Background: an optimization exercise with open tools, aiming at small area and a short achievable clock period. Do not read the settings as production practice.
In this exercise RTL edits were held to simulation tests only and were not proved equivalent to the original.
Power is estimated from default activity; no workload was simulated.

## the reference run
==> flow/design.v <==
`default_nettype none
module pic16_core (
   input  logic        clk,
   input  logic        arst_n,
   input  logic [13:0] op_code,
   input  logic [4:0]  port_a_data_in,
   input  logic [7:0]  port_b_data_in,
   output logic [12:0] pc_out,
   output logic        nop_out,
   output logic        z,
   output logic [4:0]  port_a_tris,
   output logic [4:0]  port_a_data_out,
   output logic [7:0]  port_b_tris,
   output logic [7:0]  port_b_data_out
);
   localparam int RAM_LO = 12;      
   localparam int RAM_N  = 68;      
   logic [1:0]  ph;                 
   logic        rst_q;              
   logic [13:0] ir;
   logic [7:0]  t_q;                
   logic        cn_q;               
   logic        dcn_q;              
   logic [7:0]  w_q;
   logic        c_q, dc_q, rp0_q;
   logic        hold_q;             
   logic [2:0]  sp_q;
   logic [12:0] stack_q [8];
   logic [7:0]  ram_q [RAM_N];
   wire q2 = (ph == 2'd1);
   wire q4 = (ph == 2'd3);
   wire ex = nop_out;                
   always_ff @(posedge clk or negedge arst_n) begin
      if (!arst_n) begin
         ph    <= 2'd0;
         rst_q <= 1'b1;
      end else begin
         ph    <= ph + 2'd1;
         rst_q <= 1'b0;
      end
   end
   always_ff @(posedge clk) begin
      ir <= op_code;
   end
   wire [1:0] cls = ir[13:12];
   wire [3:0] sub = ir[11:8];
   wire [6:0] fa  = ir[6:0];
   wire       d   = ir[7];
   wire is_byte = (cls == 2'b00);
   wire is_bit  = (cls == 2'b01);
   wire is_jmp  = (cls == 2'b10);
   wire is_lit  = (cls == 2'b11);
   wire to_file = (is_byte & d) | (is_bit & ~ir[11]);
   wire to_w    = (is_byte & ~d & (sub != 4'd0)) | (is_lit & (sub != 4'b1011));
   wire sub_op  = (is_byte & (sub == 4'b0010)) | (is_lit & (sub[3:1] == 3'b110));
   wire addsub  = (is_byte & ((sub == 4'b0010) | (sub == 4'b0111))) | (is_lit & (sub[3:2] == 2'b11));
   wire rot     = is_byte & (sub[3:1] == 3'b110);
   wire fz      = addsub
                | (is_byte & ((sub == 4'd1) | (sub == 4'd3) | (sub == 4'd4) | (sub == 4'd5) |
                              (sub == 4'd6) | (sub == 4'd8) | (sub == 4'd9) | (sub == 4'd10)))
                | (is_lit & ((sub == 4'd8) | (sub == 4'd9) | (sub == 4'd10)));
   wire skip_z  = (is_byte & ((sub == 4'b1011) | (sub == 4'b1111))) | (is_bit & (ir[11:10] == 2'b10));
   wire skip_nz = is_bit & (ir[11:10] == 2'b11);
   wire is_ret  = (ir == 14'h0008) | (is_lit & (sub[3:2] == 2'b01));
   wire is_call = is_jmp & ~ir[11];
   wire branch  = is_jmp | is_ret;
   wire sel_status = (fa == 7'h03);
   wire sel_a      = (fa == 7'h05);
   wire sel_b      = (fa == 7'h06);
   logic [7:0] rd;
   always_comb begin
      rd = '0;
      for (int i = 0; i < RAM_N; i++)
         rd = rd | (ram_q[i] & {8{fa == 7'(RAM_LO + i)}});
      if (sel_status) rd = {2'b00, rp0_q, 2'b00, z, dc_q, c_q};
      if (sel_a) rd = rp0_q ? {3'b000, port_a_tris}
                            : {3'b000, (port_a_data_in & port_a_tris) | (port_a_data_out & ~port_a_tris)};
      if (sel_b) rd = rp0_q ? port_b_tris
                            : (port_b_data_in & port_b_tris) | (port_b_data_out & ~port_b_tris);
      if (is_lit) rd = ir[7:0];
   end
   logic [3:0] lut_q;        
   logic       smask_q;      
   logic       ssum_q;       
   logic [1:0] perm_q;       
   logic       yw_q;         
   logic       yinv_q;       
   logic       ci_q;         
   logic       rl_q;         
   logic [3:0] lut_d;
   logic [1:0] perm_d;
   always_comb begin
      lut_d  = 4'b1100;                                      
      perm_d = 2'd0;
      case (cls)
         2'b00: case (sub)
            4'd0:  lut_d = 4'b1010;                          
            4'd1:  lut_d = 4'b0000;                          
            4'd4:  lut_d = 4'b1110;                          
            4'd5:  lut_d = 4'b1000;                          
            4'd6:  lut_d = 4'b0110;                          
            4'd9:  lut_d = 4'b0011;                          
            4'd12: perm_d = 2'd1;                            
            4'd13: perm_d = 2'd2;                            
            4'd14: perm_d = 2'd3;                            
            default: ;
         endcase
         2'b01: case (ir[11:10])
            2'b00:   lut_d = 4'b0100;                        
            2'b01:   lut_d = 4'b1110;                        
            default: lut_d = 4'b1000;                        
         endcase
         2'b11: case (sub)
            4'd8:    lut_d = 4'b1110;
            4'd9:    lut_d = 4'b1000;
            4'd10:   lut_d = 4'b0110;
            default: ;
         endcase
         default: ;
      endcase
   end
   wire dec_op = is_byte & ((sub == 4'b0011) | (sub == 4'b1011));
   wire inc_op = is_byte & ((sub == 4'b1010) | (sub == 4'b1111));
   always_ff @(posedge clk) begin
      lut_q   <= lut_d;
      perm_q  <= perm_d;
      smask_q <= is_bit;
      ssum_q  <= addsub | dec_op | inc_op;
      yw_q    <= ~(dec_op | inc_op);
      yinv_q  <= sub_op | dec_op;
      ci_q    <= sub_op | inc_op;
      rl_q    <= sub[0];
   end
   wire [7:0] mask = 8'd1 << ir[9:7];
   wire [7:0] y    = ({8{yw_q}} & w_q) ^ {8{yinv_q}};
   wire [8:0] sum  = {1'b0, t_q} + {1'b0, y} + {8'd0, ci_q};
   wire [7:0] s_op = smask_q ? mask : w_q;
   logic [7:0] tp;
   always_comb begin
      case (perm_q)
         2'd1:    tp = {c_q, t_q[7:1]};
         2'd2:    tp = {t_q[6:0], c_q};
         2'd3:    tp = {t_q[3:0], t_q[7:4]};
         default: tp = t_q;
      endcase
   end
   logic [7:0] alu;
   always_comb begin
      for (int i = 0; i < 8; i++) alu[i] = lut_q[{tp[i], s_op[i]}];
      if (ssum_q) alu = sum[7:0];
   end
   wire c_new  = ssum_q ? sum[8] : (rl_q ? t_q[7] : t_q[0]);
   wire dc_new = t_q[4] ^ y[4] ^ sum[4];
   always_ff @(posedge clk) begin
      t_q   <= q2 ? rd : alu;
      cn_q  <= c_new;
      dcn_q <= dc_new;
   end
   wire q3 = (ph == 2'd2);
   logic wf_q, ww_q, fc_q, fdc_q, fz_q;
   logic jmp_q, ret_q, call_q, inc_q, br_q, skz_q, sknz_q;
   always_ff @(posedge clk) begin
      wf_q   <= q3 & ex & to_file;
      ww_q   <= q3 & ex & to_w;
      fc_q   <= q3 & ex & (addsub | rot);
      fdc_q  <= q3 & ex & addsub;
      fz_q   <= q3 & ex & fz;
      jmp_q  <= q3 & ex & is_jmp;
      ret_q  <= q3 & ex & is_ret;
      call_q <= q3 & ex & is_call;
      inc_q  <= q3 & (ex ? ~branch : ~hold_q);
      br_q   <= q3 & ex & branch;
      skz_q  <= q3 & ex & skip_z;
      sknz_q <= q3 & ex & skip_nz;
   end
   wire       zr = (t_q == 8'd0);
   wire [7:0] wd = t_q & {8{~rst_q}};         
   for (genvar i = 0; i < RAM_N; i++) begin : g_ram
      always_ff @(posedge clk) begin
         if ((wf_q & (fa == 7'(RAM_LO + i))) | rst_q) ram_q[i] <= wd;
      end
   end
   always_ff @(posedge clk) begin
      if (ww_q | rst_q) w_q <= wd;
   end
   logic [4:0] ntris_a_q;
   logic [7:0] ntris_b_q;
   assign port_a_tris = ~ntris_a_q;
   assign port_b_tris = ~ntris_b_q;
   always_ff @(posedge clk or negedge arst_n) begin
      if (!arst_n) begin
         c_q             <= 1'b0;
         dc_q            <= 1'b0;
         z               <= 1'b0;
         rp0_q           <= 1'b0;
         port_a_data_out <= '0;
         port_b_data_out <= '0;
         ntris_a_q       <= '0;
         ntris_b_q       <= '0;
      end else begin
         if (wf_q & sel_status) begin
            c_q   <= t_q[0];
            dc_q  <= t_q[1];
            z     <= t_q[2];
            rp0_q <= t_q[5];
         end
         if (fc_q)  c_q  <= cn_q;                  
         if (fdc_q) dc_q <= dcn_q;
         if (fz_q)  z    <= zr;
         if (wf_q & sel_a & ~rp0_q) port_a_data_out <= t_q[4:0];
         if (wf_q & sel_a &  rp0_q) ntris_a_q       <= ~t_q[4:0];
         if (wf_q & sel_b & ~rp0_q) port_b_data_out <= t_q;
         if (wf_q & sel_b &  rp0_q) ntris_b_q       <= ~t_q;
      end
   end
   logic       sq_q;                           
   wire [12:0] pc_inc = pc_out + 13'd1;
   wire [2:0]  sp_m1  = sp_q - 3'd1;
   assign nop_out = ~sq_q;
   always_ff @(posedge clk or negedge arst_n) begin
      if (!arst_n) begin
         pc_out <= '0;
         sp_q   <= '0;
         sq_q   <= 1'b0;
         hold_q <= 1'b0;
      end else begin
         if (jmp_q)      pc_out <= {2'b00, ir[10:0]};
         else if (ret_q) pc_out <= stack_q[sp_m1];
         else if (inc_q) pc_out <= pc_inc;
         if (call_q)     sp_q <= sp_q + 3'd1;
         else if (ret_q) sp_q <= sp_m1;
         if (q4) begin
            sq_q   <= br_q | (skz_q & zr) | (sknz_q & ~zr);
            hold_q <= br_q;
         end
      end
   end
   for (genvar i = 0; i < 8; i++) begin : g_stack
      always_ff @(posedge clk) begin
         if (call_q & ~rst_q & (sp_q == 3'(i))) stack_q[i] <= pc_inc;
      end
   end
endmodule
`default_nettype wire
clock: 10.0 ns
lec_check: 0
cap_margin: 20
core_margin: 2
core_utilization: 40
slew_margin: 20
standard.sh (not shown) runs the stock make flow with config.mk's settings and CLKGATE_MAP_FILE= SYNTH_SCRIPT=/design/flow/synth_recipe.tcl, a recipe that flattens the netlist after the stock synthesis.
==> flow/flow/run.sh <==
#!/bin/bash
# Standard layout, with timing repair aiming 7 ns below the 10 ns clock period.
set -euo pipefail
bash standard.sh SETUP_SLACK_MARGIN=7 CORE_UTILIZATION=60 CTS_CLUSTER_SIZE=28 CTS_CLUSTER_DIAMETER=100 finish > standard_make.log 2>&1
[inputs] the trial run vs the reference run
-- flow/design.v --
<<< the reference run, line 158
   end
   wire q3 = (ph == 2'd2);
   logic wf_q, ww_q, fc_q, fdc_q, fz_q;
   logic jmp_q, ret_q, call_q, inc_q, br_q, skz_q, sknz_q;
   always_ff @(posedge clk) begin
      wf_q   <= q3 & ex & to_file;
      ww_q   <= q3 & ex & to_w;
      fc_q   <= q3 & ex & (addsub | rot);
      fdc_q  <= q3 & ex & addsub;
      fz_q   <= q3 & ex & fz;
      jmp_q  <= q3 & ex & is_jmp;
      ret_q  <= q3 & ex & is_ret;
      call_q <= q3 & ex & is_call;
      inc_q  <= q3 & (ex ? ~branch : ~hold_q);
      br_q   <= q3 & ex & branch;
      skz_q  <= q3 & ex & skip_z;
      sknz_q <= q3 & ex & skip_nz;
   end
   wire       zr = (t_q == 8'd0);
   wire [7:0] wd = t_q & {8{~rst_q}};         
>>> the trial run, line 158
   end
   wire q3 = (ph == 2'd2);
   wire x4 = q4 & ex;
   logic wf_q;
   always_ff @(posedge clk) begin
      wf_q <= q3 & ex & to_file;
   end
   wire ww_q   = x4 & to_w;
   wire fc_q   = x4 & (addsub | rot);
   wire fdc_q  = x4 & addsub;
   wire fz_q   = x4 & fz;
   wire jmp_q  = x4 & is_jmp;
   wire ret_q  = x4 & is_ret;
   wire call_q = x4 & is_call;
   wire inc_q  = q4 & (ex ? ~branch : ~hold_q);
   wire br_q   = x4 & branch;
   wire skz_q  = x4 & skip_z;
   wire sknz_q = x4 & skip_nz;
   wire       zr = (t_q == 8'd0);
   wire [7:0] wd = t_q & {8{~rst_q}};         
==> summary.txt <==
Taking the reference run as the reference, in the trial run flip-flop and latch count -11, register-to-register slack picked up an extra 0.18 ns.
For the clock buffer count, the trial run came in 9 higher than the reference run did.
Going from the reference run to the trial run, total placed cells including tap cells went down by 3.9%, design area went down by 1000 um^2, arrival time at the worst endpoint went up by 0.08 ns, final critical delay including setup and external delays went up by 0.078 ns.
Total power: the trial run below the reference run
Compared with the reference run, the trial run shows a lower utilization.
Between the reference run and the trial run, number of buffers added for setup after CTS is higher for the reference run, the trial run comes in under that.
Re global-route usage: the reference run was higher than the trial run.
Synthesized cell count shrinks by a few percent when moving from the reference run to the trial run.
Compared with the reference run, the trial run shows relative contribution of sequential cells to total power higher by 0.8 points.
Re setup slack: the trial run is 0.078 ns down on the reference run.

re-timing with driven ports:
The results above use ideal ports. As a check the final layouts listed here were re-extracted and re-timed, cells and wires unchanged.
Step 1, drivers: a clkbuf_16 drives clk and a buf_2 each remaining input, both assumed.
Step 2 also shifts input and output timing later by t, the mid clock arrival at the registers, as if the neighbouring blocks saw the same clock.
a / b / c = ideal / step 1 / step 2; a / b = the first two.
run | t (ns) | setup slack, ns | hold slack, ns | clock arrival spread, ns
the reference run | 0.659 | 6.791 / 6.730 / 6.169 | 0.446 / 0.446 / 0.446 | 0.062 / 0.062
the trial run | 0.728 | 6.713 / 6.648 / 6.261 | 0.439 / 0.439 / 0.439 | 0.029 / 0.029
After both steps every run listed still meets setup and hold. The setup slack of the reference run, which loses most, moves by -0.061 ns with the drivers and by -0.622 ns with both steps.
